What follows belongs to an exercise in optimizing a design on an open flow for small area, a short achievable clock period and few clock cycles per item; a production flow would make more cautious choices.
In this exercise RTL edits were held to simulation tests only and were not proved equivalent to the original.
Power and IR drop assume default switching activity.

`design/flow/run.sh`:
```
#!/bin/bash
# synth_recipe.tcl (not shown) runs the flow's synth.tcl, then flattens the netlist and writes it again
# the make line also repeats each setting of config.mk as NAME=value (left out here)
make -C /OpenROAD-flow-scripts/flow DESIGN_CONFIG=/design/flow/config.mk WORK_HOME=/design/flow/orfs CLKGATE_MAP_FILE= SYNTH_SCRIPT=/design/flow/synth_recipe.tcl finish
```
`design/flow/config.mk`:
```
export PLATFORM = sky130hd
export DESIGN_NAME = yuv2rgb_top
export DESIGN_NICKNAME = yuv2rgb_top
export VERILOG_FILES = /design/flow/design.v
export SDC_FILE = /design/flow/constraint.sdc
export NUM_CORES = 4
export LEC_CHECK = 0
export CAP_MARGIN = 20
export CORE_MARGIN = 2
export CORE_UTILIZATION = 40
export SETUP_SLACK_MARGIN = 3.0
export SLEW_MARGIN = 20
export SYNTH_HIERARCHICAL = 1
```
`design/flow/constraint.sdc`:
```
create_clock -name core_clock -period 8.0 [get_ports {CLOCK_50_I}]
set_input_delay 1.6000 -clock core_clock [delete_from_list [all_inputs] [get_ports {CLOCK_50_I}]]
set_output_delay 1.6000 -clock core_clock [all_outputs]
set_load 0.01 [all_outputs]
```
`design/flow/design.v`:
```
package csc_coef_pkg;
	localparam int unsigned pix_w = 8;
endpackage
module yuv2rgb_top
(
	input logic CLOCK_50_I,
	input logic resetn,
	input logic in_valid,
	output logic in_ready,
	input logic [7:0] y,
	input logic [7:0] u,
	input logic [7:0] v,
	output logic out_valid,
	input logic out_ready,
	output logic [7:0] r,
	output logic [7:0] g,
	output logic [7:0] b
);
	logic a_valid, b_ready;
	logic [7:0] ya, ua, va;
	logic r_s, g_s, b_s, r_o, g_o, b_o;
	logic [7:0] r_c, g_c, b_c;
	logic rq_s, gq_s, bq_s, rq_o, gq_o, bq_o;
	logic [7:0] rq_c, gq_c, bq_c;
	assign b_ready = !out_valid || out_ready;
	assign in_ready = !a_valid || b_ready;
	always_ff @(posedge CLOCK_50_I or negedge resetn)
		if (!resetn) a_valid <= 1'b0;
		else if (in_ready) a_valid <= in_valid;
	always_ff @(posedge CLOCK_50_I)
		if (in_valid && in_ready) begin
			ya <= y; ua <= u; va <= v;
		end
	logic n1;
	assign n1 = ~ya[0] ^ va[2];
	logic n2;
	assign n2 = ~ya[0] | va[2];
	logic n3;
	logic n4;
	csa_fa nfa1 (.a(~ya[1]), .b(va[3]), .c(va[2]), .s(n3), .co(n4));
	logic n5;
	logic n6;
	csa_fa nfa2 (.a(va[4]), .b(va[3]), .c(va[0]), .s(n5), .co(n6));
	logic n7;
	logic n8;
	csa_fa nfa3 (.a(~ya[2]), .b(n5), .c(n4), .s(n7), .co(n8));
	logic n9;
	logic n10;
	csa_fa nfa4 (.a(va[5]), .b(va[4]), .c(va[1]), .s(n9), .co(n10));
	logic n11;
	logic n12;
	csa_fa nfa5 (.a(~ya[3]), .b(n6), .c(n9), .s(n11), .co(n12));
	logic n13;
	assign n13 = ~ya[4] ^ va[6];
	logic n14;
	assign n14 = ~ya[4] | va[6];
	logic n15;
	logic n16;
	csa_fa nfa6 (.a(va[5]), .b(va[2]), .c(n10), .s(n15), .co(n16));
	logic n17;
	logic n18;
	csa_fa nfa7 (.a(~n13), .b(n15), .c(n12), .s(n17), .co(n18));
	logic n19;
	assign n19 = ~ya[5] ^ va[7];
	logic n20;
	assign n20 = ~ya[5] | va[7];
	logic n21;
	logic n22;
	csa_fa nfa8 (.a(va[6]), .b(va[3]), .c(va[0]), .s(n21), .co(n22));
	logic n23;
	logic n24;
	csa_fa nfa9 (.a(n14), .b(~n19), .c(n21), .s(n23), .co(n24));
	logic n25;
	assign n25 = n16 ^ n23;
	logic n26;
	assign n26 = n16 & n23;
	logic n27;
	logic n28;
	csa_fa nfa10 (.a(va[7]), .b(va[4]), .c(va[1]), .s(n27), .co(n28));
	logic n29;
	logic n30;
	csa_fa nfa11 (.a(n20), .b(n22), .c(n27), .s(n29), .co(n30));
	logic n31;
	logic n32;
	csa_fa nfa12 (.a(~ya[6]), .b(n29), .c(n24), .s(n31), .co(n32));
	logic n33;
	assign n33 = ~ya[7] ^ ya[0];
	logic n34;
	assign n34 = ~ya[7] | ya[0];
	logic n35;
	logic n36;
	csa_fa nfa13 (.a(va[5]), .b(va[2]), .c(n28), .s(n35), .co(n36));
	logic n37;
	logic n38;
	csa_fa nfa14 (.a(~n33), .b(n30), .c(n35), .s(n37), .co(n38));
	logic n39;
	logic n40;
	csa_fa nfa15 (.a(ya[1]), .b(va[6]), .c(va[3]), .s(n39), .co(n40));
	logic n41;
	logic n42;
	csa_fa nfa16 (.a(n34), .b(n39), .c(n36), .s(n41), .co(n42));
	logic n43;
	logic n44;
	csa_fa nfa17 (.a(ya[2]), .b(ya[0]), .c(va[7]), .s(n43), .co(n44));
	logic n45;
	logic n46;
	csa_fa nfa18 (.a(va[4]), .b(va[0]), .c(n40), .s(n45), .co(n46));
	logic n47;
	assign n47 = n43 ^ n45;
	logic n48;
	assign n48 = n43 & n45;
	logic n49;
	assign n49 = ya[3] ^ ya[1];
	logic n50;
	assign n50 = ya[3] | ya[1];
	logic n51;
	logic n52;
	csa_fa nfa19 (.a(va[5]), .b(va[1]), .c(va[0]), .s(n51), .co(n52));
	logic n53;
	logic n54;
	csa_fa nfa20 (.a(~n49), .b(n44), .c(n51), .s(n53), .co(n54));
	logic n55;
	logic n56;
	csa_fa nfa21 (.a(n46), .b(n53), .c(n48), .s(n55), .co(n56));
	logic n57;
	logic n58;
	csa_fa nfa22 (.a(ya[4]), .b(ya[2]), .c(ya[0]), .s(n57), .co(n58));
	logic n59;
	logic n60;
	csa_fa nfa23 (.a(va[6]), .b(va[2]), .c(va[1]), .s(n59), .co(n60));
	logic n61;
	logic n62;
	csa_fa nfa24 (.a(n50), .b(n52), .c(n57), .s(n61), .co(n62));
	logic n63;
	logic n64;
	csa_fa nfa25 (.a(n59), .b(n61), .c(n54), .s(n63), .co(n64));
	logic n65;
	logic n66;
	csa_fa nfa26 (.a(ya[5]), .b(ya[3]), .c(ya[1]), .s(n65), .co(n66));
	logic n67;
	logic n68;
	csa_fa nfa27 (.a(va[7]), .b(va[3]), .c(va[2]), .s(n67), .co(n68));
	logic n69;
	logic n70;
	csa_fa nfa28 (.a(n58), .b(n60), .c(n65), .s(n69), .co(n70));
	logic n71;
	logic n72;
	csa_fa nfa29 (.a(n67), .b(n62), .c(n69), .s(n71), .co(n72));
	logic n73;
	logic n74;
	csa_fa nfa30 (.a(ya[6]), .b(ya[4]), .c(ya[2]), .s(n73), .co(n74));
	logic n75;
	logic n76;
	csa_fa nfa31 (.a(va[4]), .b(va[3]), .c(va[0]), .s(n75), .co(n76));
	logic n77;
	logic n78;
	csa_fa nfa32 (.a(n66), .b(n68), .c(n73), .s(n77), .co(n78));
	logic n79;
	logic n80;
	csa_fa nfa33 (.a(n75), .b(n70), .c(n77), .s(n79), .co(n80));
	logic n81;
	assign n81 = ya[7] ^ ya[5];
	logic n82;
	assign n82 = ya[7] | ya[5];
	logic n83;
	logic n84;
	csa_fa nfa34 (.a(ya[3]), .b(ya[0]), .c(va[5]), .s(n83), .co(n84));
	logic n85;
	logic n86;
	csa_fa nfa35 (.a(va[4]), .b(va[1]), .c(va[0]), .s(n85), .co(n86));
	logic n87;
	logic n88;
	csa_fa nfa36 (.a(n74), .b(n76), .c(n83), .s(n87), .co(n88));
	logic n89;
	logic n90;
	csa_fa nfa37 (.a(n85), .b(n78), .c(n87), .s(n89), .co(n90));
	logic n91;
	logic n92;
	csa_fa nfa38 (.a(~n81), .b(n80), .c(n89), .s(n91), .co(n92));
	logic n93;
	logic n94;
	csa_fa nfa39 (.a(ya[6]), .b(ya[4]), .c(ya[1]), .s(n93), .co(n94));
	logic n95;
	logic n96;
	csa_fa nfa40 (.a(va[6]), .b(va[5]), .c(va[2]), .s(n95), .co(n96));
	logic n97;
	logic n98;
	csa_fa nfa41 (.a(va[1]), .b(n82), .c(n84), .s(n97), .co(n98));
	logic n99;
	logic n100;
	csa_fa nfa42 (.a(n86), .b(n93), .c(n95), .s(n99), .co(n100));
	logic n101;
	logic n102;
	csa_fa nfa43 (.a(n88), .b(n97), .c(n99), .s(n101), .co(n102));
	logic n103;
	assign n103 = n90 ^ n101;
	logic n104;
	assign n104 = n90 & n101;
	logic n105;
	logic n106;
	csa_fa nfa44 (.a(ya[7]), .b(ya[5]), .c(ya[2]), .s(n105), .co(n106));
	logic n107;
	logic n108;
	csa_fa nfa45 (.a(va[7]), .b(va[6]), .c(va[3]), .s(n107), .co(n108));
	logic n109;
	logic n110;
	csa_fa nfa46 (.a(va[2]), .b(n94), .c(n96), .s(n109), .co(n110));
	logic n111;
	logic n112;
	csa_fa nfa47 (.a(n105), .b(n107), .c(n98), .s(n111), .co(n112));
	logic n113;
	logic n114;
	csa_fa nfa48 (.a(n100), .b(n109), .c(n111), .s(n113), .co(n114));
	logic n115;
	logic n116;
	csa_fa nfa49 (.a(n102), .b(n104), .c(n113), .s(n115), .co(n116));
	logic n117;
	logic n118;
	csa_fa nfa50 (.a(ya[6]), .b(ya[3]), .c(va[7]), .s(n117), .co(n118));
	logic n119;
	logic n120;
	csa_fa nfa51 (.a(va[4]), .b(va[3]), .c(n106), .s(n119), .co(n120));
	logic n121;
	logic n122;
	csa_fa nfa52 (.a(n108), .b(n117), .c(n110), .s(n121), .co(n122));
	logic n123;
	logic n124;
	csa_fa nfa53 (.a(n119), .b(n112), .c(n121), .s(n123), .co(n124));
	logic n125;
	assign n125 = n114 ^ n123;
	logic n126;
	assign n126 = n114 & n123;
	logic n127;
	logic n128;
	csa_fa nfa54 (.a(ya[7]), .b(ya[4]), .c(va[5]), .s(n127), .co(n128));
	logic n129;
	logic n130;
	csa_fa nfa55 (.a(va[4]), .b(n118), .c(n127), .s(n129), .co(n130));
	logic n131;
	logic n132;
	csa_fa nfa56 (.a(n120), .b(n129), .c(n122), .s(n131), .co(n132));
	logic n133;
	logic n134;
	csa_fa nfa57 (.a(n124), .b(n131), .c(n126), .s(n133), .co(n134));
	logic n135;
	assign n135 = ya[5] ^ va[6];
	logic n136;
	assign n136 = ya[5] | va[6];
	logic n137;
	logic n138;
	csa_fa nfa58 (.a(va[5]), .b(~n135), .c(n128), .s(n137), .co(n138));
	logic n139;
	logic n140;
	csa_fa nfa59 (.a(n130), .b(n137), .c(n132), .s(n139), .co(n140));
	logic n141;
	logic n142;
	csa_fa nfa60 (.a(ya[6]), .b(va[7]), .c(va[6]), .s(n141), .co(n142));
	logic n143;
	logic n144;
	csa_fa nfa61 (.a(n136), .b(n141), .c(n138), .s(n143), .co(n144));
	logic n145;
	logic n146;
	csa_fa nfa62 (.a(ya[7]), .b(va[7]), .c(n142), .s(n145), .co(n146));
	logic n147;
	assign n147 = va[1] & va[0];
	logic n148;
	assign n148 = va[1] | va[0];
	logic n149;
	assign n149 = va[1] & ~n1;
	logic n150;
	assign n150 = va[1] | ~n1;
	logic n151;
	assign n151 = n2 & n3;
	logic n152;
	assign n152 = n2 | n3;
	logic n153;
	assign n153 = n8 & n11;
	logic n154;
	assign n154 = n8 | n11;
	logic n155;
	assign n155 = n25 & n18;
	logic n156;
	assign n156 = n25 | n18;
	logic n157;
	assign n157 = n26 & n31;
	logic n158;
	assign n158 = n26 | n31;
	logic n159;
	assign n159 = n37 & n32;
	logic n160;
	assign n160 = n37 | n32;
	logic n161;
	assign n161 = n41 & n38;
	logic n162;
	assign n162 = n41 | n38;
	logic n163;
	assign n163 = n42 & n47;
	logic n164;
	assign n164 = n42 | n47;
	logic n165;
	assign n165 = n63 & n56;
	logic n166;
	assign n166 = n63 | n56;
	logic n167;
	assign n167 = n64 & n71;
	logic n168;
	assign n168 = n64 | n71;
	logic n169;
	assign n169 = n72 & n79;
	logic n170;
	assign n170 = n72 | n79;
	logic n171;
	assign n171 = n103 & n92;
	logic n172;
	assign n172 = n103 ^ n92;
	logic n173;
	assign n173 = n125 & n116;
	logic n174;
	assign n174 = n125 ^ n116;
	logic n175;
	assign n175 = n139 & n134;
	logic n176;
	assign n176 = n139 ^ n134;
	logic n177;
	assign n177 = n143 & n140;
	logic n178;
	assign n178 = n143 ^ n140;
	logic n179;
	assign n179 = n145 & n144;
	logic n180;
	assign n180 = n145 ^ n144;
	logic n181;
	assign n181 = n169 | (n170 & n167);
	logic n182;
	assign n182 = n170 & n168;
	logic n183;
	assign n183 = n166 & n55;
	logic n184;
	assign n184 = n181 | (n182 & n165);
	logic n185;
	assign n185 = n182 & n183;
	logic n186;
	assign n186 = n163 | (n164 & n161);
	logic n187;
	assign n187 = n164 & n162;
	logic n188;
	assign n188 = n159 | (n160 & n157);
	logic n189;
	assign n189 = n160 & n158;
	logic n190;
	assign n190 = n186 | (n187 & n188);
	logic n191;
	assign n191 = n187 & n189;
	logic n192;
	assign n192 = n184 | (n185 & n190);
	logic n193;
	assign n193 = n185 & n191;
	logic n194;
	assign n194 = n156 & n17;
	logic n195;
	assign n195 = n154 & n7;
	logic n196;
	assign n196 = n155 | (n194 & n153);
	logic n197;
	assign n197 = n194 & n195;
	logic n198;
	assign n198 = n151 | (n152 & n149);
	logic n199;
	assign n199 = n152 & n150;
	logic n200;
	assign n200 = n148 & va[0];
	logic n201;
	assign n201 = n198 | (n199 & n147);
	logic n202;
	assign n202 = n199 & n200;
	logic n203;
	assign n203 = n196 | (n197 & n201);
	logic n204;
	assign n204 = n197 & n202;
	logic n205;
	assign n205 = n192 | (n193 & n203);
	logic n206;
	assign n206 = n193 & n204;
	logic n207;
	assign n207 = n91 ^ n205;
	logic n208;
	assign n208 = n91 & n205;
	logic n209;
	assign n209 = n91 & n206;
	logic n210;
	assign n210 = n172 ^ n208;
	logic n211;
	assign n211 = n172 & n91;
	logic n212;
	assign n212 = n171 | (n211 & n205);
	logic n213;
	assign n213 = n211 & n206;
	logic n214;
	assign n214 = n115 ^ n212;
	logic n215;
	assign n215 = n115 & n171;
	logic n216;
	assign n216 = n115 & n211;
	logic n217;
	assign n217 = n215 | (n216 & n205);
	logic n218;
	assign n218 = n216 & n206;
	logic n219;
	assign n219 = n174 ^ n217;
	logic n220;
	assign n220 = n174 & n115;
	logic n221;
	assign n221 = n173 | (n220 & n171);
	logic n222;
	assign n222 = n220 & n211;
	logic n223;
	assign n223 = n221 | (n222 & n205);
	logic n224;
	assign n224 = n222 & n206;
	logic n225;
	assign n225 = n133 ^ n223;
	logic n226;
	assign n226 = n133 & n221;
	logic n227;
	assign n227 = n133 & n222;
	logic n228;
	assign n228 = n226 | (n227 & n205);
	logic n229;
	assign n229 = n227 & n206;
	logic n230;
	assign n230 = n176 ^ n228;
	logic n231;
	assign n231 = n176 & n133;
	logic n232;
	assign n232 = n175 | (n231 & n221);
	logic n233;
	assign n233 = n231 & n222;
	logic n234;
	assign n234 = n232 | (n233 & n205);
	logic n235;
	assign n235 = n233 & n206;
	logic n236;
	assign n236 = n178 ^ n234;
	logic n237;
	assign n237 = n177 | (n178 & n175);
	logic n238;
	assign n238 = n178 & n231;
	logic n239;
	assign n239 = n237 | (n238 & n221);
	logic n240;
	assign n240 = n238 & n222;
	logic n241;
	assign n241 = n239 | (n240 & n205);
	logic n242;
	assign n242 = n240 & n206;
	logic n243;
	assign n243 = n180 ^ n241;
	logic n244;
	assign n244 = n179 | (n180 & n177);
	logic n245;
	assign n245 = n180 & n178;
	logic n246;
	assign n246 = n244 | (n245 & n175);
	logic n247;
	assign n247 = n245 & n231;
	logic n248;
	assign n248 = n246 | (n247 & n221);
	logic n249;
	assign n249 = n247 & n222;
	logic n250;
	assign n250 = n248 | (n249 & n205);
	logic n251;
	assign n251 = n249 & n206;
	logic n252;
	assign n252 = ~n146 ^ n250;
	logic n253;
	assign n253 = n146 | n248;
	logic n254;
	assign n254 = n253 | (n249 & n205);
	logic n255;
	assign n255 = n249 & n206;
	logic n256;
	assign n256 = 1'b1 ^ n254;
	logic n257;
	assign n257 = n146 | n248;
	logic n258;
	assign n258 = n257 | (n249 & n205);
	logic n259;
	assign n259 = n249 & n206;
	logic n260;
	assign n260 = 1'b1 ^ n258;
	logic n261;
	assign n261 = ya[0] ^ va[2];
	logic n262;
	assign n262 = ya[0] & va[2];
	logic n263;
	logic n264;
	csa_fa nfa63 (.a(ya[1]), .b(~ua[0]), .c(va[3]), .s(n263), .co(n264));
	logic n265;
	logic n266;
	csa_fa nfa64 (.a(ya[2]), .b(~ua[1]), .c(va[4]), .s(n265), .co(n266));
	logic n267;
	logic n268;
	csa_fa nfa65 (.a(ya[3]), .b(ua[0]), .c(va[5]), .s(n267), .co(n268));
	logic n269;
	logic n270;
	csa_fa nfa66 (.a(va[0]), .b(n267), .c(n266), .s(n269), .co(n270));
	logic n271;
	logic n272;
	csa_fa nfa67 (.a(ya[4]), .b(ua[1]), .c(va[6]), .s(n271), .co(n272));
	logic n273;
	logic n274;
	csa_fa nfa68 (.a(va[1]), .b(n268), .c(n271), .s(n273), .co(n274));
	logic n275;
	logic n276;
	csa_fa nfa69 (.a(~ua[3]), .b(n270), .c(n273), .s(n275), .co(n276));
	logic n277;
	logic n278;
	csa_fa nfa70 (.a(ya[5]), .b(ua[2]), .c(va[7]), .s(n277), .co(n278));
	logic n279;
	logic n280;
	csa_fa nfa71 (.a(va[2]), .b(n272), .c(n277), .s(n279), .co(n280));
	logic n281;
	logic n282;
	csa_fa nfa72 (.a(~ua[4]), .b(n274), .c(n279), .s(n281), .co(n282));
	logic n283;
	logic n284;
	csa_fa nfa73 (.a(ya[6]), .b(ua[3]), .c(va[3]), .s(n283), .co(n284));
	logic n285;
	logic n286;
	csa_fa nfa74 (.a(~ua[5]), .b(n278), .c(n283), .s(n285), .co(n286));
	logic n287;
	assign n287 = n280 ^ n285;
	logic n288;
	assign n288 = n280 | n285;
	logic n289;
	logic n290;
	csa_fa nfa75 (.a(ya[7]), .b(ua[4]), .c(va[4]), .s(n289), .co(n290));
	logic n291;
	logic n292;
	csa_fa nfa76 (.a(ya[0]), .b(ua[6]), .c(~n284), .s(n291), .co(n292));
	logic n293;
	logic n294;
	csa_fa nfa77 (.a(n289), .b(n286), .c(~n291), .s(n293), .co(n294));
	logic n295;
	assign n295 = ya[1] ^ ua[7];
	logic n296;
	assign n296 = ya[1] | ua[7];
	logic n297;
	logic n298;
	csa_fa nfa78 (.a(ua[5]), .b(ua[0]), .c(va[5]), .s(n297), .co(n298));
	logic n299;
	logic n300;
	csa_fa nfa79 (.a(n295), .b(n290), .c(n297), .s(n299), .co(n300));
	logic n301;
	assign n301 = n292 ^ ~n299;
	logic n302;
	assign n302 = n292 & ~n299;
	logic n303;
	assign n303 = ya[2] ^ ya[0];
	logic n304;
	assign n304 = ya[2] | ya[0];
	logic n305;
	logic n306;
	csa_fa nfa80 (.a(ua[6]), .b(ua[1]), .c(va[6]), .s(n305), .co(n306));
	logic n307;
	logic n308;
	csa_fa nfa81 (.a(n303), .b(n298), .c(n305), .s(n307), .co(n308));
	logic n309;
	logic n310;
	csa_fa nfa82 (.a(~n296), .b(n300), .c(n307), .s(n309), .co(n310));
	logic n311;
	logic n312;
	csa_fa nfa83 (.a(ua[7]), .b(ua[2]), .c(va[7]), .s(n311), .co(n312));
	logic n313;
	logic n314;
	csa_fa nfa84 (.a(ya[3]), .b(ya[1]), .c(~va[0]), .s(n313), .co(n314));
	logic n315;
	logic n316;
	csa_fa nfa85 (.a(~n304), .b(n306), .c(n311), .s(n315), .co(n316));
	logic n317;
	logic n318;
	csa_fa nfa86 (.a(~n313), .b(n308), .c(n315), .s(n317), .co(n318));
	logic n319;
	logic n320;
	csa_fa nfa87 (.a(ya[4]), .b(ya[2]), .c(ya[0]), .s(n319), .co(n320));
	logic n321;
	logic n322;
	csa_fa nfa88 (.a(~ua[0]), .b(ua[3]), .c(va[1]), .s(n321), .co(n322));
	logic n323;
	logic n324;
	csa_fa nfa89 (.a(~n312), .b(n319), .c(n314), .s(n323), .co(n324));
	logic n325;
	logic n326;
	csa_fa nfa90 (.a(n321), .b(n316), .c(~n323), .s(n325), .co(n326));
	logic n327;
	assign n327 = ya[5] ^ ya[3];
	logic n328;
	assign n328 = ya[5] | ya[3];
	logic n329;
	logic n330;
	csa_fa nfa91 (.a(ya[1]), .b(ua[1]), .c(va[0]), .s(n329), .co(n330));
	logic n331;
	logic n332;
	csa_fa nfa92 (.a(ua[4]), .b(va[2]), .c(n327), .s(n331), .co(n332));
	logic n333;
	logic n334;
	csa_fa nfa93 (.a(n320), .b(n329), .c(~n322), .s(n333), .co(n334));
	logic n335;
	logic n336;
	csa_fa nfa94 (.a(~n331), .b(n324), .c(n333), .s(n335), .co(n336));
	logic n337;
	assign n337 = ya[6] ^ ya[4];
	logic n338;
	assign n338 = ya[6] | ya[4];
	logic n339;
	logic n340;
	csa_fa nfa95 (.a(ya[2]), .b(ua[2]), .c(va[1]), .s(n339), .co(n340));
	logic n341;
	logic n342;
	csa_fa nfa96 (.a(ua[5]), .b(ua[0]), .c(va[3]), .s(n341), .co(n342));
	logic n343;
	logic n344;
	csa_fa nfa97 (.a(n328), .b(n330), .c(n339), .s(n343), .co(n344));
	logic n345;
	logic n346;
	csa_fa nfa98 (.a(n337), .b(n341), .c(n332), .s(n345), .co(n346));
	logic n347;
	logic n348;
	csa_fa nfa99 (.a(n343), .b(n334), .c(~n345), .s(n347), .co(n348));
	logic n349;
	logic n350;
	csa_fa nfa100 (.a(ya[7]), .b(ya[5]), .c(ya[3]), .s(n349), .co(n350));
	logic n351;
	logic n352;
	csa_fa nfa101 (.a(ya[0]), .b(ua[3]), .c(va[2]), .s(n351), .co(n352));
	logic n353;
	logic n354;
	csa_fa nfa102 (.a(ua[6]), .b(ua[1]), .c(va[4]), .s(n353), .co(n354));
	logic n355;
	logic n356;
	csa_fa nfa103 (.a(n338), .b(n340), .c(n349), .s(n355), .co(n356));
	logic n357;
	logic n358;
	csa_fa nfa104 (.a(va[0]), .b(n342), .c(n353), .s(n357), .co(n358));
	logic n359;
	logic n360;
	csa_fa nfa105 (.a(n351), .b(n344), .c(n355), .s(n359), .co(n360));
	logic n361;
	logic n362;
	csa_fa nfa106 (.a(n357), .b(n346), .c(~n359), .s(n361), .co(n362));
	logic n363;
	logic n364;
	csa_fa nfa107 (.a(ya[6]), .b(ya[4]), .c(ya[1]), .s(n363), .co(n364));
	logic n365;
	logic n366;
	csa_fa nfa108 (.a(ua[7]), .b(ua[2]), .c(va[5]), .s(n365), .co(n366));
	logic n367;
	logic n368;
	csa_fa nfa109 (.a(ua[4]), .b(va[3]), .c(~va[1]), .s(n367), .co(n368));
	logic n369;
	logic n370;
	csa_fa nfa110 (.a(n350), .b(n352), .c(n363), .s(n369), .co(n370));
	logic n371;
	logic n372;
	csa_fa nfa111 (.a(n354), .b(n365), .c(~n367), .s(n371), .co(n372));
	logic n373;
	logic n374;
	csa_fa nfa112 (.a(n356), .b(~n358), .c(n369), .s(n373), .co(n374));
	logic n375;
	logic n376;
	csa_fa nfa113 (.a(~n371), .b(n360), .c(n373), .s(n375), .co(n376));
	logic n377;
	assign n377 = ya[7] ^ ya[5];
	logic n378;
	assign n378 = ya[7] | ya[5];
	logic n379;
	logic n380;
	csa_fa nfa114 (.a(ya[2]), .b(ua[5]), .c(va[4]), .s(n379), .co(n380));
	logic n381;
	logic n382;
	csa_fa nfa115 (.a(ua[3]), .b(va[6]), .c(va[2]), .s(n381), .co(n382));
	logic n383;
	logic n384;
	csa_fa nfa116 (.a(n377), .b(n366), .c(n381), .s(n383), .co(n384));
	logic n385;
	logic n386;
	csa_fa nfa117 (.a(n364), .b(n379), .c(n368), .s(n385), .co(n386));
	logic n387;
	logic n388;
	csa_fa nfa118 (.a(n370), .b(~n383), .c(n385), .s(n387), .co(n388));
	logic n389;
	logic n390;
	csa_fa nfa119 (.a(~n372), .b(n374), .c(n387), .s(n389), .co(n390));
	logic n391;
	logic n392;
	csa_fa nfa120 (.a(ya[6]), .b(ya[3]), .c(ua[6]), .s(n391), .co(n392));
	logic n393;
	logic n394;
	csa_fa nfa121 (.a(ua[4]), .b(va[7]), .c(va[3]), .s(n393), .co(n394));
	logic n395;
	logic n396;
	csa_fa nfa122 (.a(va[5]), .b(n378), .c(n380), .s(n395), .co(n396));
	logic n397;
	logic n398;
	csa_fa nfa123 (.a(n382), .b(~n391), .c(n393), .s(n397), .co(n398));
	logic n399;
	logic n400;
	csa_fa nfa124 (.a(~n384), .b(n395), .c(n386), .s(n399), .co(n400));
	logic n401;
	logic n402;
	csa_fa nfa125 (.a(~n397), .b(n388), .c(n399), .s(n401), .co(n402));
	logic n403;
	assign n403 = ya[7] ^ ya[4];
	logic n404;
	assign n404 = ya[7] | ya[4];
	logic n405;
	logic n406;
	csa_fa nfa126 (.a(ua[7]), .b(~ua[5]), .c(va[6]), .s(n405), .co(n406));
	logic n407;
	logic n408;
	csa_fa nfa127 (.a(va[4]), .b(n403), .c(n394), .s(n407), .co(n408));
	logic n409;
	logic n410;
	csa_fa nfa128 (.a(n392), .b(n405), .c(n396), .s(n409), .co(n410));
	logic n411;
	logic n412;
	csa_fa nfa129 (.a(n407), .b(n398), .c(~n409), .s(n411), .co(n412));
	logic n413;
	logic n414;
	csa_fa nfa130 (.a(n400), .b(~n411), .c(n402), .s(n413), .co(n414));
	logic n415;
	assign n415 = ya[5] ^ ~ua[6];
	logic n416;
	assign n416 = ya[5] | ~ua[6];
	logic n417;
	logic n418;
	csa_fa nfa131 (.a(va[7]), .b(~va[5]), .c(n404), .s(n417), .co(n418));
	logic n419;
	logic n420;
	csa_fa nfa132 (.a(n415), .b(~n406), .c(n408), .s(n419), .co(n420));
	logic n421;
	logic n422;
	csa_fa nfa133 (.a(n417), .b(n410), .c(~n419), .s(n421), .co(n422));
	logic n423;
	assign n423 = ~n412 ^ n421;
	logic n424;
	assign n424 = ~n412 & n421;
	logic n425;
	assign n425 = ya[6] ^ ~ua[7];
	logic n426;
	assign n426 = ya[6] | ~ua[7];
	logic n427;
	logic n428;
	csa_fa nfa134 (.a(va[6]), .b(~n416), .c(n425), .s(n427), .co(n428));
	logic n429;
	logic n430;
	csa_fa nfa135 (.a(~n418), .b(n427), .c(n420), .s(n429), .co(n430));
	logic n431;
	assign n431 = n422 ^ ~n429;
	logic n432;
	assign n432 = n422 & ~n429;
	logic n433;
	assign n433 = ya[7] ^ ~va[7];
	logic n434;
	assign n434 = ya[7] | ~va[7];
	logic n435;
	logic n436;
	csa_fa nfa136 (.a(~n426), .b(n433), .c(n428), .s(n435), .co(n436));
	logic n437;
	logic n438;
	csa_fa nfa137 (.a(n435), .b(n430), .c(~n432), .s(n437), .co(n438));
	logic n439;
	assign n439 = n434 ^ ~n436;
	logic n440;
	assign n440 = n434 & ~n436;
	logic n441;
	assign n441 = ~n262 & ~n263;
	logic n442;
	assign n442 = ~n262 | ~n263;
	logic n443;
	assign n443 = ~n264 & ~n265;
	logic n444;
	assign n444 = ~n264 | ~n265;
	logic n445;
	assign n445 = ua[2] & ~n269;
	logic n446;
	assign n446 = ua[2] | ~n269;
	logic n447;
	assign n447 = ~n276 & ~n281;
	logic n448;
	assign n448 = ~n276 | ~n281;
	logic n449;
	assign n449 = n287 & ~n282;
	logic n450;
	assign n450 = n287 | ~n282;
	logic n451;
	assign n451 = ~n288 & ~n293;
	logic n452;
	assign n452 = ~n288 | ~n293;
	logic n453;
	assign n453 = n301 & ~n294;
	logic n454;
	assign n454 = n301 | ~n294;
	logic n455;
	assign n455 = n302 & ~n309;
	logic n456;
	assign n456 = n302 | ~n309;
	logic n457;
	assign n457 = ~n310 & ~n317;
	logic n458;
	assign n458 = ~n310 | ~n317;
	logic n459;
	assign n459 = ~n318 & ~n325;
	logic n460;
	assign n460 = ~n318 | ~n325;
	logic n461;
	assign n461 = ~n326 & n335;
	logic n462;
	assign n462 = ~n326 | n335;
	logic n463;
	assign n463 = n336 & n347;
	logic n464;
	assign n464 = n336 | n347;
	logic n465;
	assign n465 = n348 & ~n361;
	logic n466;
	assign n466 = n348 ^ ~n361;
	logic n467;
	assign n467 = ~n362 & n375;
	logic n468;
	assign n468 = ~n362 ^ n375;
	logic n469;
	assign n469 = n376 & n389;
	logic n470;
	assign n470 = n376 ^ n389;
	logic n471;
	assign n471 = n390 & n401;
	logic n472;
	assign n472 = n390 ^ n401;
	logic n473;
	assign n473 = n423 & n414;
	logic n474;
	assign n474 = n423 ^ n414;
	logic n475;
	assign n475 = n424 & n431;
	logic n476;
	assign n476 = n424 ^ n431;
	logic n477;
	assign n477 = n439 & ~n438;
	logic n478;
	assign n478 = n439 ^ ~n438;
	logic n479;
	assign n479 = n463 | (n464 & n461);
	logic n480;
	assign n480 = n464 & n462;
	logic n481;
	assign n481 = n459 | (n460 & n457);
	logic n482;
	assign n482 = n460 & n458;
	logic n483;
	assign n483 = n479 | (n480 & n481);
	logic n484;
	assign n484 = n480 & n482;
	logic n485;
	assign n485 = n455 | (n456 & n453);
	logic n486;
	assign n486 = n456 & n454;
	logic n487;
	assign n487 = n451 | (n452 & n449);
	logic n488;
	assign n488 = n452 & n450;
	logic n489;
	assign n489 = n485 | (n486 & n487);
	logic n490;
	assign n490 = n486 & n488;
	logic n491;
	assign n491 = n483 | (n484 & n489);
	logic n492;
	assign n492 = n484 & n490;
	logic n493;
	assign n493 = n448 & ~n275;
	logic n494;
	assign n494 = n445 | (n446 & n443);
	logic n495;
	assign n495 = n446 & n444;
	logic n496;
	assign n496 = n447 | (n493 & n494);
	logic n497;
	assign n497 = n493 & n495;
	logic n498;
	assign n498 = n442 & ~n261;
	logic n499;
	assign n499 = ~va[1] & ~va[0];
	logic n500;
	assign n500 = n441 | (n498 & n499);
	logic n501;
	assign n501 = n498 & ~va[1];
	logic n502;
	assign n502 = n496 | (n497 & n500);
	logic n503;
	assign n503 = n497 & n501;
	logic n504;
	assign n504 = n491 | (n492 & n502);
	logic n505;
	assign n505 = n492 & n503;
	logic n506;
	assign n506 = n466 ^ n504;
	logic n507;
	assign n507 = n465 | (n466 & n504);
	logic n508;
	assign n508 = n466 & n505;
	logic n509;
	assign n509 = n468 ^ n507;
	logic n510;
	assign n510 = n467 | (n468 & n465);
	logic n511;
	assign n511 = n468 & n466;
	logic n512;
	assign n512 = n510 | (n511 & n504);
	logic n513;
	assign n513 = n511 & n505;
	logic n514;
	assign n514 = n470 ^ n512;
	logic n515;
	assign n515 = n469 | (n470 & n510);
	logic n516;
	assign n516 = n470 & n511;
	logic n517;
	assign n517 = n515 | (n516 & n504);
	logic n518;
	assign n518 = n516 & n505;
	logic n519;
	assign n519 = n472 ^ n517;
	logic n520;
	assign n520 = n471 | (n472 & n469);
	logic n521;
	assign n521 = n472 & n470;
	logic n522;
	assign n522 = n520 | (n521 & n510);
	logic n523;
	assign n523 = n521 & n511;
	logic n524;
	assign n524 = n522 | (n523 & n504);
	logic n525;
	assign n525 = n523 & n505;
	logic n526;
	assign n526 = n413 ^ n524;
	logic n527;
	assign n527 = n413 & n522;
	logic n528;
	assign n528 = n413 & n523;
	logic n529;
	assign n529 = n527 | (n528 & n504);
	logic n530;
	assign n530 = n528 & n505;
	logic n531;
	assign n531 = n474 ^ n529;
	logic n532;
	assign n532 = n474 & n413;
	logic n533;
	assign n533 = n473 | (n532 & n522);
	logic n534;
	assign n534 = n532 & n523;
	logic n535;
	assign n535 = n533 | (n534 & n504);
	logic n536;
	assign n536 = n534 & n505;
	logic n537;
	assign n537 = n476 ^ n535;
	logic n538;
	assign n538 = n475 | (n476 & n473);
	logic n539;
	assign n539 = n476 & n532;
	logic n540;
	assign n540 = n538 | (n539 & n522);
	logic n541;
	assign n541 = n539 & n523;
	logic n542;
	assign n542 = n540 | (n541 & n504);
	logic n543;
	assign n543 = n541 & n505;
	logic n544;
	assign n544 = ~n437 ^ n542;
	logic n545;
	assign n545 = ~n437 & n475;
	logic n546;
	assign n546 = ~n437 & n476;
	logic n547;
	assign n547 = n545 | (n546 & n473);
	logic n548;
	assign n548 = n546 & n532;
	logic n549;
	assign n549 = n547 | (n548 & n522);
	logic n550;
	assign n550 = n548 & n523;
	logic n551;
	assign n551 = n549 | (n550 & n504);
	logic n552;
	assign n552 = n550 & n505;
	logic n553;
	assign n553 = n478 ^ n551;
	logic n554;
	assign n554 = n477 | (n478 & n549);
	logic n555;
	assign n555 = n478 & n550;
	logic n556;
	assign n556 = n554 | (n555 & n504);
	logic n557;
	assign n557 = n555 & n505;
	logic n558;
	assign n558 = ~n440 ^ n556;
	logic n559;
	assign n559 = n440 | n477;
	logic n560;
	assign n560 = n559 | (n478 & n549);
	logic n561;
	assign n561 = n478 & n550;
	logic n562;
	assign n562 = n560 | (n561 & n504);
	logic n563;
	assign n563 = n561 & n505;
	logic n564;
	assign n564 = 1'b1 ^ n562;
	logic n565;
	logic n566;
	csa_fa nfa138 (.a(ya[0]), .b(ua[2]), .c(ua[0]), .s(n565), .co(n566));
	logic n567;
	assign n567 = ya[1] ^ ua[3];
	logic n568;
	assign n568 = ya[1] & ua[3];
	logic n569;
	logic n570;
	csa_fa nfa139 (.a(ua[1]), .b(n567), .c(n566), .s(n569), .co(n570));
	logic n571;
	logic n572;
	csa_fa nfa140 (.a(ya[2]), .b(ua[4]), .c(ua[2]), .s(n571), .co(n572));
	logic n573;
	assign n573 = n568 ^ n571;
	logic n574;
	assign n574 = n568 | n571;
	logic n575;
	logic n576;
	csa_fa nfa141 (.a(ya[3]), .b(ua[5]), .c(ua[3]), .s(n575), .co(n576));
	logic n577;
	logic n578;
	csa_fa nfa142 (.a(~ua[0]), .b(n572), .c(n575), .s(n577), .co(n578));
	logic n579;
	assign n579 = ya[4] ^ ua[6];
	logic n580;
	assign n580 = ya[4] & ua[6];
	logic n581;
	logic n582;
	csa_fa nfa143 (.a(ua[4]), .b(n579), .c(n576), .s(n581), .co(n582));
	logic n583;
	logic n584;
	csa_fa nfa144 (.a(~ua[1]), .b(n581), .c(n578), .s(n583), .co(n584));
	logic n585;
	assign n585 = ya[5] ^ ua[7];
	logic n586;
	assign n586 = ya[5] & ua[7];
	logic n587;
	logic n588;
	csa_fa nfa145 (.a(~ua[5]), .b(ua[2]), .c(ua[0]), .s(n587), .co(n588));
	logic n589;
	logic n590;
	csa_fa nfa146 (.a(n580), .b(n585), .c(~n587), .s(n589), .co(n590));
	logic n591;
	assign n591 = n582 ^ n589;
	logic n592;
	assign n592 = n582 | n589;
	logic n593;
	assign n593 = ya[6] ^ ua[6];
	logic n594;
	assign n594 = ya[6] & ua[6];
	logic n595;
	logic n596;
	csa_fa nfa147 (.a(ua[3]), .b(ua[1]), .c(~n586), .s(n595), .co(n596));
	logic n597;
	logic n598;
	csa_fa nfa148 (.a(~n593), .b(n588), .c(n595), .s(n597), .co(n598));
	logic n599;
	logic n600;
	csa_fa nfa149 (.a(n590), .b(n592), .c(~n597), .s(n599), .co(n600));
	logic n601;
	logic n602;
	csa_fa nfa150 (.a(ya[0]), .b(ua[4]), .c(ua[2]), .s(n601), .co(n602));
	logic n603;
	logic n604;
	csa_fa nfa151 (.a(ya[7]), .b(ua[7]), .c(n594), .s(n603), .co(n604));
	logic n605;
	logic n606;
	csa_fa nfa152 (.a(n601), .b(~n603), .c(n596), .s(n605), .co(n606));
	logic n607;
	assign n607 = n598 ^ n605;
	logic n608;
	assign n608 = n598 & n605;
	logic n609;
	logic n610;
	csa_fa nfa153 (.a(ya[1]), .b(ua[5]), .c(ua[3]), .s(n609), .co(n610));
	logic n611;
	logic n612;
	csa_fa nfa154 (.a(ua[0]), .b(n602), .c(n609), .s(n611), .co(n612));
	logic n613;
	logic n614;
	csa_fa nfa155 (.a(~n604), .b(n611), .c(n606), .s(n613), .co(n614));
	logic n615;
	assign n615 = ya[2] ^ ya[0];
	logic n616;
	assign n616 = ya[2] | ya[0];
	logic n617;
	logic n618;
	csa_fa nfa156 (.a(ua[6]), .b(ua[4]), .c(ua[1]), .s(n617), .co(n618));
	logic n619;
	logic n620;
	csa_fa nfa157 (.a(~n615), .b(n610), .c(n617), .s(n619), .co(n620));
	logic n621;
	assign n621 = n612 ^ n619;
	logic n622;
	assign n622 = n612 & n619;
	logic n623;
	logic n624;
	csa_fa nfa158 (.a(ya[3]), .b(ya[1]), .c(ua[7]), .s(n623), .co(n624));
	logic n625;
	logic n626;
	csa_fa nfa159 (.a(ua[5]), .b(ua[2]), .c(n616), .s(n625), .co(n626));
	logic n627;
	logic n628;
	csa_fa nfa160 (.a(n618), .b(n623), .c(n625), .s(n627), .co(n628));
	logic n629;
	logic n630;
	csa_fa nfa161 (.a(n620), .b(n627), .c(n622), .s(n629), .co(n630));
	logic n631;
	logic n632;
	csa_fa nfa162 (.a(ya[4]), .b(ya[2]), .c(ya[0]), .s(n631), .co(n632));
	logic n633;
	logic n634;
	csa_fa nfa163 (.a(ua[6]), .b(ua[3]), .c(n624), .s(n633), .co(n634));
	logic n635;
	logic n636;
	csa_fa nfa164 (.a(n631), .b(n626), .c(n633), .s(n635), .co(n636));
	logic n637;
	assign n637 = n628 ^ n635;
	logic n638;
	assign n638 = n628 & n635;
	logic n639;
	logic n640;
	csa_fa nfa165 (.a(ya[5]), .b(ya[3]), .c(ya[1]), .s(n639), .co(n640));
	logic n641;
	logic n642;
	csa_fa nfa166 (.a(ua[7]), .b(ua[4]), .c(n632), .s(n641), .co(n642));
	logic n643;
	logic n644;
	csa_fa nfa167 (.a(n639), .b(n634), .c(n641), .s(n643), .co(n644));
	logic n645;
	logic n646;
	csa_fa nfa168 (.a(n636), .b(n643), .c(n638), .s(n645), .co(n646));
	logic n647;
	logic n648;
	csa_fa nfa169 (.a(ya[6]), .b(ya[4]), .c(ya[2]), .s(n647), .co(n648));
	logic n649;
	logic n650;
	csa_fa nfa170 (.a(ua[5]), .b(n640), .c(n647), .s(n649), .co(n650));
	logic n651;
	logic n652;
	csa_fa nfa171 (.a(n642), .b(n649), .c(n644), .s(n651), .co(n652));
	logic n653;
	assign n653 = ya[7] ^ ya[5];
	logic n654;
	assign n654 = ya[7] | ya[5];
	logic n655;
	logic n656;
	csa_fa nfa172 (.a(ya[3]), .b(ya[0]), .c(ua[6]), .s(n655), .co(n656));
	logic n657;
	logic n658;
	csa_fa nfa173 (.a(~n653), .b(n648), .c(n655), .s(n657), .co(n658));
	logic n659;
	assign n659 = n650 ^ n657;
	logic n660;
	assign n660 = n650 & n657;
	logic n661;
	assign n661 = ya[6] ^ ya[4];
	logic n662;
	assign n662 = ya[6] | ya[4];
	logic n663;
	logic n664;
	csa_fa nfa174 (.a(ya[1]), .b(ua[7]), .c(ua[0]), .s(n663), .co(n664));
	logic n665;
	logic n666;
	csa_fa nfa175 (.a(n654), .b(n656), .c(n663), .s(n665), .co(n666));
	logic n667;
	logic n668;
	csa_fa nfa176 (.a(~n661), .b(n665), .c(n658), .s(n667), .co(n668));
	logic n669;
	logic n670;
	csa_fa nfa177 (.a(ya[7]), .b(ya[5]), .c(ya[2]), .s(n669), .co(n670));
	logic n671;
	logic n672;
	csa_fa nfa178 (.a(ua[1]), .b(n662), .c(n664), .s(n671), .co(n672));
	logic n673;
	logic n674;
	csa_fa nfa179 (.a(n669), .b(n666), .c(n671), .s(n673), .co(n674));
	logic n675;
	assign n675 = ya[6] ^ ya[3];
	logic n676;
	assign n676 = ya[6] | ya[3];
	logic n677;
	logic n678;
	csa_fa nfa180 (.a(ua[2]), .b(~n675), .c(n670), .s(n677), .co(n678));
	logic n679;
	assign n679 = n672 ^ n677;
	logic n680;
	assign n680 = n672 & n677;
	logic n681;
	logic n682;
	csa_fa nfa181 (.a(ya[7]), .b(ya[4]), .c(ua[3]), .s(n681), .co(n682));
	logic n683;
	logic n684;
	csa_fa nfa182 (.a(n676), .b(n681), .c(n678), .s(n683), .co(n684));
	logic n685;
	assign n685 = ya[5] ^ ua[4];
	logic n686;
	assign n686 = ya[5] | ua[4];
	logic n687;
	assign n687 = ~n685 ^ n682;
	logic n688;
	assign n688 = ~n685 & n682;
	logic n689;
	assign n689 = ya[6] ^ ua[5];
	logic n690;
	assign n690 = ya[6] | ua[5];
	logic n691;
	logic n692;
	csa_fa nfa183 (.a(n686), .b(~n689), .c(n688), .s(n691), .co(n692));
	logic n693;
	assign n693 = ya[7] ^ ua[6];
	logic n694;
	assign n694 = ya[7] | ua[6];
	logic n695;
	assign n695 = n690 ^ ~n693;
	logic n696;
	assign n696 = n690 & ~n693;
	logic n697;
	assign n697 = ua[7] ^ n694;
	logic n698;
	assign n698 = ua[7] & n694;
	logic n699;
	assign n699 = ~n570 & n573;
	logic n700;
	assign n700 = ~n570 | n573;
	logic n701;
	assign n701 = ~n574 & ~n577;
	logic n702;
	assign n702 = ~n574 | ~n577;
	logic n703;
	assign n703 = ~n584 & n591;
	logic n704;
	assign n704 = ~n584 | n591;
	logic n705;
	assign n705 = n607 & ~n600;
	logic n706;
	assign n706 = n607 | ~n600;
	logic n707;
	assign n707 = n608 & n613;
	logic n708;
	assign n708 = n608 | n613;
	logic n709;
	assign n709 = n621 & n614;
	logic n710;
	assign n710 = n621 | n614;
	logic n711;
	assign n711 = n630 & n637;
	logic n712;
	assign n712 = n630 | n637;
	logic n713;
	assign n713 = n651 & n646;
	logic n714;
	assign n714 = n651 | n646;
	logic n715;
	assign n715 = n659 & n652;
	logic n716;
	assign n716 = n659 ^ n652;
	logic n717;
	assign n717 = n660 & n667;
	logic n718;
	assign n718 = n660 ^ n667;
	logic n719;
	assign n719 = n673 & n668;
	logic n720;
	assign n720 = n673 ^ n668;
	logic n721;
	assign n721 = n674 & n679;
	logic n722;
	assign n722 = n674 ^ n679;
	logic n723;
	assign n723 = n680 & n683;
	logic n724;
	assign n724 = n680 ^ n683;
	logic n725;
	assign n725 = n687 & n684;
	logic n726;
	assign n726 = n687 ^ n684;
	logic n727;
	assign n727 = n695 & n692;
	logic n728;
	assign n728 = n695 ^ n692;
	logic n729;
	assign n729 = n696 & n697;
	logic n730;
	assign n730 = n696 ^ n697;
	logic n731;
	assign n731 = n714 & n645;
	logic n732;
	assign n732 = n712 & n629;
	logic n733;
	assign n733 = n713 | (n731 & n711);
	logic n734;
	assign n734 = n731 & n732;
	logic n735;
	assign n735 = n709 | (n710 & n707);
	logic n736;
	assign n736 = n710 & n708;
	logic n737;
	assign n737 = n706 & ~n599;
	logic n738;
	assign n738 = n735 | (n736 & n705);
	logic n739;
	assign n739 = n736 & n737;
	logic n740;
	assign n740 = n733 | (n734 & n738);
	logic n741;
	assign n741 = n734 & n739;
	logic n742;
	assign n742 = n704 & ~n583;
	logic n743;
	assign n743 = n701 | (n702 & n699);
	logic n744;
	assign n744 = n702 & n700;
	logic n745;
	assign n745 = n703 | (n742 & n743);
	logic n746;
	assign n746 = n742 & n744;
	logic n747;
	assign n747 = ~n569 & ~n565;
	logic n748;
	assign n748 = ~ua[1] & ~ua[0];
	logic n749;
	assign n749 = n747 & n748;
	logic n750;
	assign n750 = n747 & ~ua[1];
	logic n751;
	assign n751 = n745 | (n746 & n749);
	logic n752;
	assign n752 = n746 & n750;
	logic n753;
	assign n753 = n740 | (n741 & n751);
	logic n754;
	assign n754 = n741 & n752;
	logic n755;
	assign n755 = n716 ^ n753;
	logic n756;
	assign n756 = n715 | (n716 & n753);
	logic n757;
	assign n757 = n716 & n754;
	logic n758;
	assign n758 = n718 ^ n756;
	logic n759;
	assign n759 = n717 | (n718 & n715);
	logic n760;
	assign n760 = n718 & n716;
	logic n761;
	assign n761 = n759 | (n760 & n753);
	logic n762;
	assign n762 = n760 & n754;
	logic n763;
	assign n763 = n720 ^ n761;
	logic n764;
	assign n764 = n719 | (n720 & n759);
	logic n765;
	assign n765 = n720 & n760;
	logic n766;
	assign n766 = n764 | (n765 & n753);
	logic n767;
	assign n767 = n765 & n754;
	logic n768;
	assign n768 = n722 ^ n766;
	logic n769;
	assign n769 = n721 | (n722 & n719);
	logic n770;
	assign n770 = n722 & n720;
	logic n771;
	assign n771 = n769 | (n770 & n759);
	logic n772;
	assign n772 = n770 & n760;
	logic n773;
	assign n773 = n771 | (n772 & n753);
	logic n774;
	assign n774 = n772 & n754;
	logic n775;
	assign n775 = n724 ^ n773;
	logic n776;
	assign n776 = n723 | (n724 & n771);
	logic n777;
	assign n777 = n724 & n772;
	logic n778;
	assign n778 = n776 | (n777 & n753);
	logic n779;
	assign n779 = n777 & n754;
	logic n780;
	assign n780 = n726 ^ n778;
	logic n781;
	assign n781 = n725 | (n726 & n723);
	logic n782;
	assign n782 = n726 & n724;
	logic n783;
	assign n783 = n781 | (n782 & n771);
	logic n784;
	assign n784 = n782 & n772;
	logic n785;
	assign n785 = n783 | (n784 & n753);
	logic n786;
	assign n786 = n784 & n754;
	logic n787;
	assign n787 = n691 ^ n785;
	logic n788;
	assign n788 = n691 & n781;
	logic n789;
	assign n789 = n691 & n782;
	logic n790;
	assign n790 = n788 | (n789 & n771);
	logic n791;
	assign n791 = n789 & n772;
	logic n792;
	assign n792 = n790 | (n791 & n753);
	logic n793;
	assign n793 = n791 & n754;
	logic n794;
	assign n794 = n728 ^ n792;
	logic n795;
	assign n795 = n728 & n691;
	logic n796;
	assign n796 = n727 | (n795 & n781);
	logic n797;
	assign n797 = n795 & n782;
	logic n798;
	assign n798 = n796 | (n797 & n771);
	logic n799;
	assign n799 = n797 & n772;
	logic n800;
	assign n800 = n798 | (n799 & n753);
	logic n801;
	assign n801 = n799 & n754;
	logic n802;
	assign n802 = n730 ^ n800;
	logic n803;
	assign n803 = n729 | (n730 & n798);
	logic n804;
	assign n804 = n730 & n799;
	logic n805;
	assign n805 = n803 | (n804 & n753);
	logic n806;
	assign n806 = n804 & n754;
	logic n807;
	assign n807 = ~n698 ^ n805;
	logic n808;
	assign n808 = n698 | n729;
	logic n809;
	assign n809 = n808 | (n730 & n798);
	logic n810;
	assign n810 = n730 & n799;
	logic n811;
	assign n811 = n809 | (n810 & n753);
	logic n812;
	assign n812 = n810 & n754;
	logic n813;
	assign n813 = 1'b1 ^ n811;
	assign r_s = n260;
	assign r_o = n256 | n252;
	assign r_c = {n243, n236, n230, n225, n219, n214, n210, n207};
	assign g_s = n564;
	assign g_o = n558 | n553;
	assign g_c = {n544, n537, n531, n526, n519, n514, n509, n506};
	assign b_s = n813;
	assign b_o = n807 | n802;
	assign b_c = {n794, n787, n780, n775, n768, n763, n758, n755};
	always_ff @(posedge CLOCK_50_I or negedge resetn)
		if (!resetn) out_valid <= 1'b0;
		else if (b_ready) out_valid <= a_valid;
	always_ff @(posedge CLOCK_50_I)
		if (a_valid && b_ready) begin
			rq_s <= r_s; gq_s <= g_s; bq_s <= b_s;
			rq_o <= r_o; gq_o <= g_o; bq_o <= b_o;
			rq_c <= r_c; gq_c <= g_c; bq_c <= b_c;
		end
	assign r = rq_s ? 8'd0 : rq_o ? 8'd255 : rq_c;
	assign g = gq_s ? 8'd0 : gq_o ? 8'd255 : gq_c;
	assign b = bq_s ? 8'd0 : bq_o ? 8'd255 : bq_c;
endmodule
module csa_fa (input logic a, input logic b, input logic c, output logic s, output logic co);
	assign s = a ^ b ^ c;
	assign co = (a & b) | (a & c) | (b & c);
endmodule
```
==> notes.md, run 1 <==
status timing/DRC/antenna clean; Post-Place Cell Area approximately 9000 sq um; final hold vios 0; launching element type of the critical path register; Post-Synthesis Cells roughly 670; Starting Density around two fifths; Vias 5,278; peak fanout along the critical path 11; post-synthesis async set-or-reset flop share under 10%; PwrDens roughly 300 nW/um^2; WS Path Type reg -> reg; Simple-Gate Fraction of Synth Area roughly 8.1%; grt total ovfl 0; most common cell after layout, fill and taps aside fa_1; Yosys reg bits 56; Sw Share approximately 45%; Cell Count Post-Placement 991; share of cells above drive strength 1 9.01%; GRT Resource Usage Total about a fifth; Clock Skews ~0.0095 ns; Clk Latency, worst-skew pair 0.32 ns; WHS Path Cells 1; Unique masters post-synth 54; Synth Area in Adders a little under three fifths; Fmax approximately 210 MHz; fin cells between 1,000 and 1,500; Max-Cap Viols 0; Worst Hold Class reg -> reg; core area just over 20,000 sq um; final instance area roughly 9600 sq um; total CTS buffers 5; Internal between 1.5 and 2 mW; Seq/Total Area, Yosys 20.5%; CTS tree done; Clock transition at path regs ~0.09 ns; final number of setup-violating endpoints 0; Reg power frac around a fifth; largest net degree at the start of global routing 31; Critical Path, Cell by Cell inv_1 > fa_1 > fa_1 > fa_1 > fa_1 > fa_1 > ha_1 > and3_1 > a221o_1 > and2_1 > a31o_2 > mux2i_1; WHS 0.506 ns; Register Area about 1700 sq um; Ys Warns 7; Die W about 150 um; I/O pins 54; DRT iter0 DRCs between 200 and 250; vias per cell between 5 and 6; Crit-path slowest cell edfxtp_1; antenna cells 0; WL final approximately 20,000 um; Max clock buf depth 2; Final #Nets about 1,100; Final WS setup 3.14 ns; mux share of post-synthesis cell area less than 1%; GP Congestion slightly above 0.9; die area 21,500 sq um; Worst VDD drop approximately 0.35 mV; Cell Area, Synth roughly 8100 sq um; dpl hpwl roughly 16,000 um; Crit path largest cell delay a little under 0.9 ns; most frequent cells in the layout 187 x fa_1, 112 x inv_1, 74 x nor2_1; setup TNS 0 ns; first-pass detailed-route iteration total 4; worst reg2reg path depth 12; Final period util between 60% and 70%; post-DR wirelength/cell 18.9 um; number of global-route vias before repair about 6,000; Synth Net Count approximately 950; Root Buffer clkbuf_16; P_leak a little over 4 nW; complex-gate fraction of the synthesized area roughly 7.2%; Slew HR 30.2%; EDFF count, synth 54; min cycle time layout ~4.9 ns; Comb pwr share a little under three quarters; global-route wire length before repair 31,800 um; clock share of power 8.6%; WP data arrival 4.94 ns; initial antenna violation count 0; CTS sink count 56; Area growth syn-to-layout 17.2%; Most Frequent Cell on Critical Path fa_1; Die H 147 um; Residual DRC 0; largest family of logic cells by synthesized area adder cells; H-Tree Depth 2; post-route antenna net violation count 0; dpl ws between 2 and 3 ns; Final Max Slew Viols 0; Synth Area in XOR/XNOR ~1.9%; # port buffers 53; CP required ~8.1 ns; FP Rows 52; Worst setup EP type register; syn_area_per_cell roughly 12 sq um; area of the multi-input gates ~6000 sq um; top_reg_cell synth edfxtp_1; Psw ~1.3 mW; Filler Cells Inserted 1,811; RSZ-0062 raised after global routing true; worst slew pin tran about 1.0 ns
## area by class of cell
| type | instances | share of cell area (%) |
|---|---|---|
| Multi-Input combinational cell | 497 | 63.1 |
| Sequential cell | 56 | 17.5 |
| Timing Repair Buffer | 104 | 9.82 |
| Inverter | 112 | 4.40 |
| Tap cell | 270 | 3.54 |
| Clock buffer | 5 | 1.31 |
| Clock inverter | 3 | 0.301 |
## synthesized netlist by cell type (6+ instances only)
cell / n / area [sq um]
a21o_1: 6 / 45.0
a21oi_1: 21 / 105
and2_1: 6 / 37.5
clkbuf_1: 7 / 26.3
edfxtp_1: 54 / 1620
fa_1: 187 / 3740
ha_1: 64 / 801
inv_1: 112 / 420
nand2_1: 8 / 30.0
nand2b_1: 10 / 62.6
nand3_1: 6 / 30.0
nor2_1: 74 / 278
nor2b_1: 10 / 62.6
o21ai_0: 9 / 45.0
o22ai_1: 7 / 43.8
xnor2_1: 10 / 87.6
xor2_1: 8 / 70.1
## repair_timing
| item | in CTS | in global routing |
|---|---|---|
| setup buffers | 9 | 39 |
| gates resized for setup | 0 | 0 |
| hold buffers | 0 | 0 |
| setup endpoints to repair | 4 | 11 |
## worst max-delay path: cells and delay by family, from the launching register on
| kind | cells | cell delay, ns |
|---|---|---|
| DFF | 1 | 0.89 |
| and+or+nand+nor | 2 | 0.37 |
| AOI/OAI and AO/OA | 2 | 0.56 |
| buffers and inverters | 1 | 0.23 |
| adders and majority gates | 6 | 2.46 |
| muxes | 1 | 0.12 |
## flip-flops by register name (all words and copies together) (netlist names), 8 cells and up
signal  flops
bq_c        8
gq_c        8
rq_c        8
ua          8
va          8
ya          8
## power groups by stage
stage | registers [mW] | logic (mW) | clock network, mW
floorplan | 0.565 | 1.51 | 0
global placement | 0.600 | 1.95 | 0
detailed placement | 0.604 | 2.00 | 0
CTS | 0.590 | 2.05 | 0.258
global route | 0.584 | 2.35 | 0.269
finish | 0.571 | 2.07 | 0.250
## metrics by stage
| step | total power [mW] | utilization (%) |
|---|---|---|
| 4_1_cts | 2.89 | 45.9 |
| 6_report | 2.89 | 47.5 |
| 5_1_grt | 3.20 | 47.5 |
| 2_1_floorplan | 2.08 | - |
| 3_3_place_gp | 2.55 | 44.8 |
| 3_5_place_dp | 2.61 | 44.8 |
## path summary, 6_finish.rpt
check	end	slack [ns]	startpoint
max	gq_o	3.14	va[1]
min	out_valid	0.51	a_valid
max reg2reg	gq_o	3.14	va[1]
min reg2reg	out_valid	0.51	a_valid
max in group asynchronous	a_valid	6.44	resetn
min in group asynchronous	out_valid	1.44	resetn
## per-layer routing
metal	wire [um]	track usage (%)	up-vias
met5	0	0	-
met4	438	5.49	0
met3	766	2.58	25
met2	10100	33.9	132
met1	8430	25.6	2710
li1	-	-	2411
## Yosys stat by module (local to each module, per instance)
module / cells / area [sq um] / times used
csa_fa: 1 / 20.0 / 183
yuv2rgb_top: 489 / 4480 / 1
## logic make-up (layout without fill, tap and decap cells)
group,Yosys count,in the layout
adders and majority gates,255,255
and+or+nand+nor,137,137
buffers and inverters,119,224
AOI/OAI and AO/OA,83,83
DFF,56,56
xor gates and xnor gates,18,18
muxes,4,4
Testbench counts, summed over its fixed seeds: cycles 32,016, pixels 32,000.
==> run 2, diff against run 1 <==
--- a/design/flow/config.mk
+++ b/design/flow/config.mk
@@ -5,9 +5,10 @@
 export SDC_FILE = /design/flow/constraint.sdc
 export NUM_CORES = 4
 export LEC_CHECK = 0
+export ABC_CLOCK_PERIOD_IN_PS = 3500
 export CAP_MARGIN = 20
 export CORE_MARGIN = 2
 export CORE_UTILIZATION = 40
-export SETUP_SLACK_MARGIN = 3.0
+export SETUP_SLACK_MARGIN = 4.0
 export SLEW_MARGIN = 20
 export SYNTH_HIERARCHICAL = 1
==> notes.md, run 2 <==
EDFF count, synth 54; Area growth syn-to-layout 28.2%; setup TNS 0 ns; WP data arrival 4.48 ns; number of global-route vias before repair 6,345; post-synthesis async set-or-reset flop share 3.57%; Slew HR just over 60%; Finished Core Util just over 50%; Clock transition at path regs approximately 0.09 ns; Root Buffer clkbuf_16; Max-Cap Viols 0; GRT Resource Usage Total roughly 21%; final number of setup-violating endpoints 0; Cell Area, Synth roughly 8100 sq um; antenna cells 0; Final period util a little under three fifths; Crit path largest cell delay approximately 0.54 ns; Clock Skews ~0.015 ns; core area about 20,000 sq um; CTS sink count 56; WS Path Type reg -> reg; Hold Buf Count CTS 0; die area approximately 22,000 sq um; PwrDens approximately 330 nW/um^2; Worst Hold Class reg -> reg; worst r2r src ya[1]; first-pass detailed-route iteration total 4; P_leak 4.31 nW; crit path capture gq_o; Filler Cells Inserted around 1,700; most common cell after layout, fill and taps aside fa_1; largest net degree at the start of global routing 31; RR Endpoint gq_o; share of cells above drive strength 1 between 20% and 30%; H-Tree Depth 2; dpl hpwl ~15,000 um; peak fanout along the critical path 4; Crit path depth 13; most common cell in the netlist fa_1; Ys Warns 7; largest cells by area after synthesis fa_1 46%, edfxtp_1 20%, ha_1 9.8%, inv_1 5.2%, nor2_1 3.4%; GP Congestion approximately 0.84; Seq/Total Area, Yosys between 20% and 30%; Yosys top cell area share a little under half; Worst VDD drop 0.400 mV; Post-Synthesis Cells approximately 670; Yosys reg bits 56; vias per cell roughly 5.1; Final #Nets ~1,100; total power 3.45 mW; top_reg_cell synth edfxtp_1; FP Rows 52; DRT iter0 DRCs 300; Setup crit start ya[1]; Fmax between 200 and 250 MHz; min cycle time layout approximately 4.4 ns; reg2reg setup slack ~3.6 ns; worst slew pin tran 0.568 ns; Worst Path Buf+Inv 1; post-DR wirelength/cell between 15 and 20 um; Unique masters post-synth 54; Worst setup EP type register; Synth area leader fa_1; launching element type of the critical path register; post-route antenna net violation count 0; Starting Density between 40% and 50%; CTS tree done; WL final 20,800 um; final hold vios 0; Vias 5,608; Synth Net Count approximately 950; CP top delay family adder cells; Crit-path slowest cell fa_1; CP required around 8.1 ns; # port buffers 53; syn_area_per_cell between 10 and 15 sq um; Residual DRC 0; Critical Path, Cell by Cell buf_6 > fa_1 > fa_1 > fa_1 > fa_1 > ha_4 > a21o_1 > a21oi_2 > o21ai_2 > a221o_1 > and2_1 > a31o_2 > mux2i_1; RSZ-0062 raised after global routing true; status timing/DRC/antenna clean; Die H roughly 150 um; initial antenna violation count 0; grt total ovfl 0; worst reg2reg path depth 13; Die W about 150 um; area of the multi-input gates around 6400 sq um; most frequent cells in the layout 162 x fa_1, 104 x inv_1, 82 x buf_4; Most Frequent Cell on Critical Path fa_1; I/O pins 54; Clk Latency, worst-skew pair 0.32 ns; Register Area ~1700 sq um; Max clock buf depth 2; global-route wire length before repair about 34,000 um; total CTS buffers 5; Final Max Slew Viols 0; Post-synth top cells 187 x fa_1, 112 x inv_1, 74 x nor2_1
run 2: power breakdown:
group          leakage (nW)  switching, mW  total [mW]  internal [mW]
Clock                0.0767          0.125       0.247          0.121
Combinational          3.69           1.34        2.65           1.31
Sequential            0.538         0.0446       0.555          0.511
Total                  4.31           1.51        3.45           1.94
run 2: worst reg2reg max path: stages (launching register included):
cell      delay (ns)
edfxtp_1        0.53
buf_6           0.18
fa_1            0.46
fa_1            0.53
fa_1            0.44
fa_1            0.54
ha_4            0.21
a21o_1          0.16
a21oi_2         0.21
o21ai_2         0.08
a221o_1         0.32
and2_1          0.16
a31o_2          0.23
mux2i_1         0.12
run 2: what timing repair did:
action / in CTS / in global routing
hold endpoints to repair: 0 / 0
endpoints found under the setup margin: 31 / 30
setup buffers: 82 / 16
pin swaps: 15 / 27
resized for setup: 42 / 54
run 2: metal layers:
metal	wire length [um]	vias up	track usage, %
met5	0	-	0
met1	8400	2894	26.0
met4	635	0	6.60
met2	10700	168	36.7
li1	-	2509	-
met3	984	37	3.29
run 2: area by class of cell:
class | instances | share of cell area [%]
clock buffer | 5 | 1.20
timing repair buffer | 154 | 13.5
multi-input combinational | 497 | 61.6
clock inverter | 3 | 0.276
sequential | 56 | 16.0
tap | 270 | 3.23
inverter | 112 | 4.17
run 2: logic make-up (layout without fill, tap and decap cells):
kind of cell,after synthesis,after routing,synth area share (%)
DFF,56,56,20.5
buffers and inverters,119,274,5.48
adders and majority gates,255,255,56.3
xor gates and xnor gates,18,18,1.94
AOI/OAI and AO/OA,83,83,7.19
and+or+nand+nor,137,137,8.11
muxes,4,4,0.491
run 2: Yosys stat by module (local to each module, per instance):
module	cells inside	times used	cell area (sq um)	flip-flops and latches
yuv2rgb_top	489	1	4480	56
csa_fa	1	183	20.0	0
run 2: metrics by stage:
step / setup slack, ns / cells / hold WS [ns] / instance area (sq um)
2_1_floorplan: 3.64 / 672 / 0.449 / 8260
3_3_place_gp: 3.03 / 991 / 0.465 / 9120
3_5_place_dp: 2.89 / 991 / 0.491 / 9120
4_1_cts: 3.61 / 1081 / 0.510 / 10100
5_1_grt: 3.50 / 1097 / 0.529 / 10400
6_report: 3.60 / 1097 / 0.507 / 10400
run 2: worst min path at each step:
stage,startpoint,endpoint,slack (ns),cells after the start
after floorplan,a_valid,out_valid,0.45,1
after global placement,a_valid,out_valid,0.46,1
after detailed placement,a_valid,out_valid,0.49,1
after CTS,a_valid,out_valid,0.51,1
after global routing,a_valid,out_valid,0.53,1
final,a_valid,out_valid,0.51,1

[static timing again, ports no longer ideal]
How much do the figures lean on ideal ports? The routed layouts below were timed once more, with nothing changed but the port constraints.
Step 1, drivers: a clkbuf_16 drives CLOCK_50_I and a buf_2 each remaining input, both assumed.
Step 2, shift: input delay + t, output delay - t, t = (earliest + latest rising clock arrival at the registers) / 2. This alone moves slack from input paths to output paths.
a / b / c = no drivers / after step 1 / after step 2; a / b = the first two.
run | t (ns) | slack for setup (ns) | latest minus earliest clock arrival (ns) | slew at the worst register clock pin (ns)
run 1 | 0.356 | 3.139 / 3.139 / 3.139 | 0.010 / 0.011 | 0.09 / 0.09
run 2 | 0.357 | 3.596 / 3.596 / 3.596 | 0.015 / 0.015 | 0.09 / 0.09
After both steps every run listed still meets setup and hold.
